This is an optimization exercise on Yosys and OpenROAD, whose aim is small area and a short achievable clock period, not a production implementation. Only simulation tests tie the RTL to the original design; equivalence was not proved.

==> v31 <==
==> flow/design.v <==
module mul_div_unit #(
   parameter int MULT_CYCLES = 5,
   parameter int DIV_CYCLES  = 10
) (
   input  logic        clk,
   input  logic        reset,
   input  logic [2:0]  op,
   input  logic        start,
   input  logic [31:0] rs_data,
   input  logic [31:0] rt_data,
   output logic        busy,
   output logic        done,
   output logic [31:0] hi,
   output logic [31:0] lo
);
   localparam logic [2:0] OP_MULT  = 3'd1;
   localparam logic [2:0] OP_MULTU = 3'd2;
   localparam logic [2:0] OP_DIV   = 3'd3;
   localparam logic [2:0] OP_DIVU  = 3'd4;
   localparam logic [2:0] OP_MTHI  = 3'd5;
   localparam logic [2:0] OP_MTLO  = 3'd6;
   localparam int ROWS = 4;
   localparam int W    = 35;
   logic [3:0]  count;
   logic        isdiv;     
   logic        sg;        
   logic        sa;        
   logic        yp;        
   logic [31:0] x;         
   logic [31:0] b;         
   logic [32:0] a;         
   logic is_muldiv;
   assign is_muldiv = start && (op >= OP_MULT) && (op <= OP_DIVU);
   assign busy      = is_muldiv || (count != 4'd0);
   wire launch = (count == 4'd0) && is_muldiv;
   wire last   = (count == 4'd1);
   wire x32    = sg & x[31];
   wire [W:0] xe = {{(W-31){x32}}, x, 1'b0};    
   logic [W-1:0] bin [ROWS];
   logic [W-1:0] pp  [ROWS];
   logic [W-1:0] s   [ROWS];
   logic [W:0]   c   [ROWS];
   logic         one [ROWS];
   logic         two [ROWS];
   logic         neg [ROWS];
   logic         rsg [ROWS];    
   genvar r, i;
   generate
      for (r = 0; r < ROWS; r++) begin : g_row
         logic mw;     
         logic b1, b0, bm;
         if (r == 0) begin : g_r0
            assign mw  = ~isdiv | last;
            assign b1  = last ? (sg & yp) : b[1];
            assign b0  = last ? (sg & yp) : b[0];
            assign bm  = yp;
            assign rsg[0] = a[32];
            for (i = 0; i < W; i++) begin : g_bit
               if (i == 0)
                  assign bin[0][i] = mw ? a[0] : b[31];
               else if (i < 33)
                  assign bin[0][i] = mw ? a[i] : a[i-1];
               else
                  assign bin[0][i] = a[32];
            end
         end else begin : g_rn
            assign mw  = ~isdiv;
            assign b1  = b[2*r+1];
            assign b0  = b[2*r];
            assign bm  = b[2*r-1];
            assign rsg[r] = s[r-1][32];
            for (i = 0; i < W; i++) begin : g_bit
               if (i == 0)
                  assign bin[r][i] = mw ? s[r-1][2] : b[31-r];
               else if (i < 33)
                  assign bin[r][i] = mw ? s[r-1][i+2] : s[r-1][i-1];
               else
                  assign bin[r][i] = s[r-1][W-1];
            end
         end
         wire sub = ~(rsg[r] ^ x32);
         wire bth = mw & ~(isdiv & last);
         assign one[r] = bth ? (b0 ^ bm) : 1'b1;
         assign two[r] = bth & ((b1 & ~b0 & ~bm) | (~b1 & b0 & bm));
         assign neg[r] = bth ? b1 : sub;
         for (i = 0; i < W; i++) begin : g_fa
            assign pp[r][i] = ((xe[i+1] & one[r]) | (xe[i] & two[r])) ^ neg[r];
            assign s[r][i]  = bin[r][i] ^ pp[r][i] ^ c[r][i];
            assign c[r][i+1] = (bin[r][i] & pp[r][i]) | (bin[r][i] & c[r][i]) |
                               (pp[r][i] & c[r][i]);
         end
         assign c[r][0] = neg[r];
      end
   endgenerate
   logic [ROWS-1:0] qb;
   always_comb for (int k = 0; k < ROWS; k++) qb[ROWS-1-k] = ~(rsg[k] ^ x32);
   wire        sub0  = ~(a[32] ^ x32);
   wire [32:0] t     = s[0][32:0];
   wire        use_t = (t == 33'd0) || ((a != 33'd0) && (a[32] != sa));
   wire        dz    = (x == 32'd0);
   wire [30:0] binc  = b[30:0] + 31'd1;
   wire [31:0] q_out = (use_t & sub0) ? {binc, 1'b0} : {b[30:0], ~use_t};
   wire [31:0] r_out = use_t ? t[31:0] : a[31:0];
   always_ff @(posedge clk) begin
      if (reset) begin
         count <= 4'd0;
         done  <= 1'b0;
         hi    <= 32'd0;
         lo    <= 32'd0;
      end else begin
         done <= 1'b0;
         if (count != 4'd0) begin
            count <= count - 4'd1;
            if (last) begin
               done <= 1'b1;
               if (!isdiv) begin
                  hi <= s[0][31:0];
                  lo <= b;
               end else if (!dz) begin
                  hi <= r_out;
                  lo <= q_out;
               end
            end
         end else if (start) begin
            case (op)
               OP_MULT, OP_MULTU: count <= 4'(MULT_CYCLES);
               OP_DIV, OP_DIVU:   count <= 4'(DIV_CYCLES);
               OP_MTHI: hi <= rs_data;
               OP_MTLO: lo <= rs_data;
               default: ;
            endcase
         end
      end
   end
   always_ff @(posedge clk) begin
      if (launch) begin
         isdiv <= op[2] | (op[1] & op[0]);
         sg    <= (op == OP_MULT) | (op == OP_DIV);
         sa    <= (op == OP_DIV) & rs_data[31];
         x     <= rt_data;
         b     <= rs_data;
         a     <= {33{(op == OP_DIV) & rs_data[31]}};
         yp    <= 1'b0;
      end else if (!isdiv) begin
         a  <= s[3][W-1:2];
         b  <= {s[3][1:0], s[2][1:0], s[1][1:0], s[0][1:0], b[31:8]};
         yp <= b[7];
      end else if (count != 4'd2) begin
         a <= s[3][32:0];
         b <= {b[27:0], qb};
      end
   end
endmodule
==> flow/run.sh <==
#!/bin/bash
# synth_recipe.tcl (not shown) runs the flow's synth.tcl, then flattens the netlist and writes it again
# the make line also repeats each setting of config.mk as NAME=value (left out here)
make -C /OpenROAD-flow-scripts/flow DESIGN_CONFIG=/design/flow/config.mk WORK_HOME=/design/flow/orfs CLKGATE_MAP_FILE= SYNTH_SCRIPT=/design/flow/synth_recipe.tcl finish
==> flow/config.mk <==
export PLATFORM = sky130hd
export DESIGN_NAME = mul_div_unit
export DESIGN_NICKNAME = mul_div_unit
export VERILOG_FILES = /design/flow/design.v
export SDC_FILE = /design/flow/constraint.sdc
export NUM_CORES = 4
export LEC_CHECK = 0
export CAP_MARGIN = 20
export CORE_MARGIN = 2
export CORE_UTILIZATION = 25
export PLACE_DENSITY = 0.35
export SLEW_MARGIN = 20
==> flow/constraint.sdc <==
create_clock -name core_clock -period 260.0 [get_ports {clk}]
set_input_delay 52.0000 -clock core_clock [delete_from_list [all_inputs] [get_ports {clk}]]
set_output_delay 52.0000 -clock core_clock [all_outputs]
set_load 0.01 [all_outputs]
==> v35 (differences from v31) <==
==> flow/design.v, changed modules only <==
module mul_div_unit #(
   parameter int MULT_CYCLES = 5,
   parameter int DIV_CYCLES  = 10
) (
   input  logic        clk,
   input  logic        reset,
   input  logic [2:0]  op,
   input  logic        start,
   input  logic [31:0] rs_data,
   input  logic [31:0] rt_data,
   output logic        busy,
   output logic        done,
   output logic [31:0] hi,
   output logic [31:0] lo
);
   localparam logic [2:0] OP_MULT  = 3'd1;
   localparam logic [2:0] OP_MULTU = 3'd2;
   localparam logic [2:0] OP_DIV   = 3'd3;
   localparam logic [2:0] OP_DIVU  = 3'd4;
   localparam logic [2:0] OP_MTHI  = 3'd5;
   localparam logic [2:0] OP_MTLO  = 3'd6;
   logic [3:0]  count;
   logic        is_div;
   logic        sgn;       
   logic        neg_q;     
   logic        neg_r;     
   logic        dz;        
   logic [31:0] x;         
   logic [31:0] b;         
   logic [32:0] a;         
   logic        is_muldiv;
   assign is_muldiv = start && (op >= OP_MULT) && (op <= OP_DIVU);
   assign busy      = is_muldiv || (count != 4'd0);
   wire launch = (count == 4'd0) && is_muldiv;
   wire op_div = op[2] | (op[1] & op[0]);
   wire op_sd  = (op == OP_DIV);
   logic [32:0] ma;
   logic [31:0] mb;
   logic [32:0] ma4;
   logic [31:0] mb4;
   logic [32:0] xs;
   logic [33:0] t;
   logic        last;
   assign last = (count == 4'd1);
   always_comb begin
      xs = {sgn & x[31], x};
      ma = a;
      mb = b;
      ma4 = '0;
      mb4 = '0;
      for (int r = 0; r < 7; r++) begin
         if (last && r == 3 && sgn)
            t = {ma[32], ma} - (mb[0] ? {xs[32], xs} : 34'd0);
         else
            t = {ma[32], ma} + (mb[0] ? {xs[32], xs} : 34'd0);
         mb = {t[0], mb[31:1]};
         ma = t[33:1];
         if (r == 3) begin
            ma4 = ma;
            mb4 = mb;
         end
      end
   end
   logic [31:0] dr;
   logic [31:0] dq;
   logic [32:0] d2;
   logic [33:0] dt;
   always_comb begin
      dr = a[31:0];
      dq = b;
      for (int r = 0; r < 4; r++) begin
         d2 = {dr, dq[31]};
         dt = {1'b0, d2} - {2'b0, x};
         dq = {dq[30:0], ~dt[33]};
         dr = dt[33] ? d2[31:0] : dt[31:0];
      end
   end
   wire [31:0] q_out = neg_q ? -b : b;
   wire [31:0] r_out = neg_r ? -a[31:0] : a[31:0];
   wire [31:0] abs_rs = (op_sd & rs_data[31]) ? -rs_data : rs_data;
   wire [31:0] abs_rt = (op_sd & rt_data[31]) ? -rt_data : rt_data;
   always_ff @(posedge clk) begin
      if (reset) begin
         count <= 4'd0;
         done  <= 1'b0;
         hi    <= 32'd0;
         lo    <= 32'd0;
      end else begin
         done <= 1'b0;
         if (count != 4'd0) begin
            count <= count - 4'd1;
            if (last) begin
               done <= 1'b1;
               if (!is_div) begin
                  hi <= ma4[31:0];
                  lo <= mb4;
               end else if (!dz) begin
                  hi <= r_out;
                  lo <= q_out;
               end
            end
         end else if (start) begin
            case (op)
               OP_MULT, OP_MULTU: count <= 4'(MULT_CYCLES);
               OP_DIV, OP_DIVU:   count <= 4'(DIV_CYCLES);
               OP_MTHI: hi <= rs_data;
               OP_MTLO: lo <= rs_data;
               default: ;
            endcase
         end
      end
   end
   always_ff @(posedge clk) begin
      if (launch) begin
         is_div <= op_div;
         sgn    <= (op == OP_MULT);
         neg_q  <= op_sd & (rs_data[31] ^ rt_data[31]);
         neg_r  <= op_sd & rs_data[31];
         dz     <= (rt_data == 32'd0);
         x      <= op_div ? abs_rt : rt_data;
         b      <= op_div ? abs_rs : rs_data;
         a      <= 33'd0;
      end else if (!is_div) begin
         a <= ma;
         b <= mb;
      end else if (count > 4'd2) begin
         a <= {1'b0, dr};
         b <= dq;
      end
   end
endmodule
==> qor summary <==
metric                                                                                      v31                      v35
Status                                                         no timing/DRC/antenna violations  no timing/DRC/antenna violations
Core Rows                                                                                    92                      127
Drt wl/cell                                                                            26.09 um                 22.23 um
Total die area                                                                      66,380 um^2             122,800 um^2
Global routing usage summed across all routing layers                                    20.16%                   20.37%
Count of plain and timing-repair buffers                                                    170                      183
Wire length on met1                                                                   31,280 um                62,800 um
Seq_cells                                                                                   170                      171
Most common library cell in the layout ignoring fill and taps  sky130_fd_sc_hd__clkdlybuf4s50_1  sky130_fd_sc_hd__nor2_1
Layout cell share with drive strength beyond 1                                           9.641%                   4.211%
Worst skew pair latency                                                                 0.50 ns                  0.53 ns
Area fraction in compound gates after synthesis                                          19.78%                   28.62%
Core ar.                                                                            63,310 um^2             119,500 um^2

-- afterwards: timing with drivers on the ports --
The flow's constraints put no driver on any port. The routed layouts listed below were extracted and timed again, unchanged, in two steps. Step 1 assumes that a clkbuf_16 drives the clock port and a buf_2 every other input. Step 2 moves the port delays by t, midway between the first and last clock arrival at a register: inputs arrive t later, outputs are due t later. That takes back most of the time a late clock gives input paths. Three values: ideal ports, drivers, drivers and shift; two values: the first two.
run	t (ns)	slack for setup (ns)	clock arrival spread, ns	worst slew at a driven data input, ns
v31	0.556	154.203 / 154.180 / 154.180	0.021 / 0.021	0.05
v35	0.586	154.438 / 154.411 / 154.411	0.026 / 0.026	0.08
After both steps every run listed still meets setup and hold. For v35, which loses most, drivers alone change the setup slack by -0.027 ns; drivers and shift together by -0.027 ns.
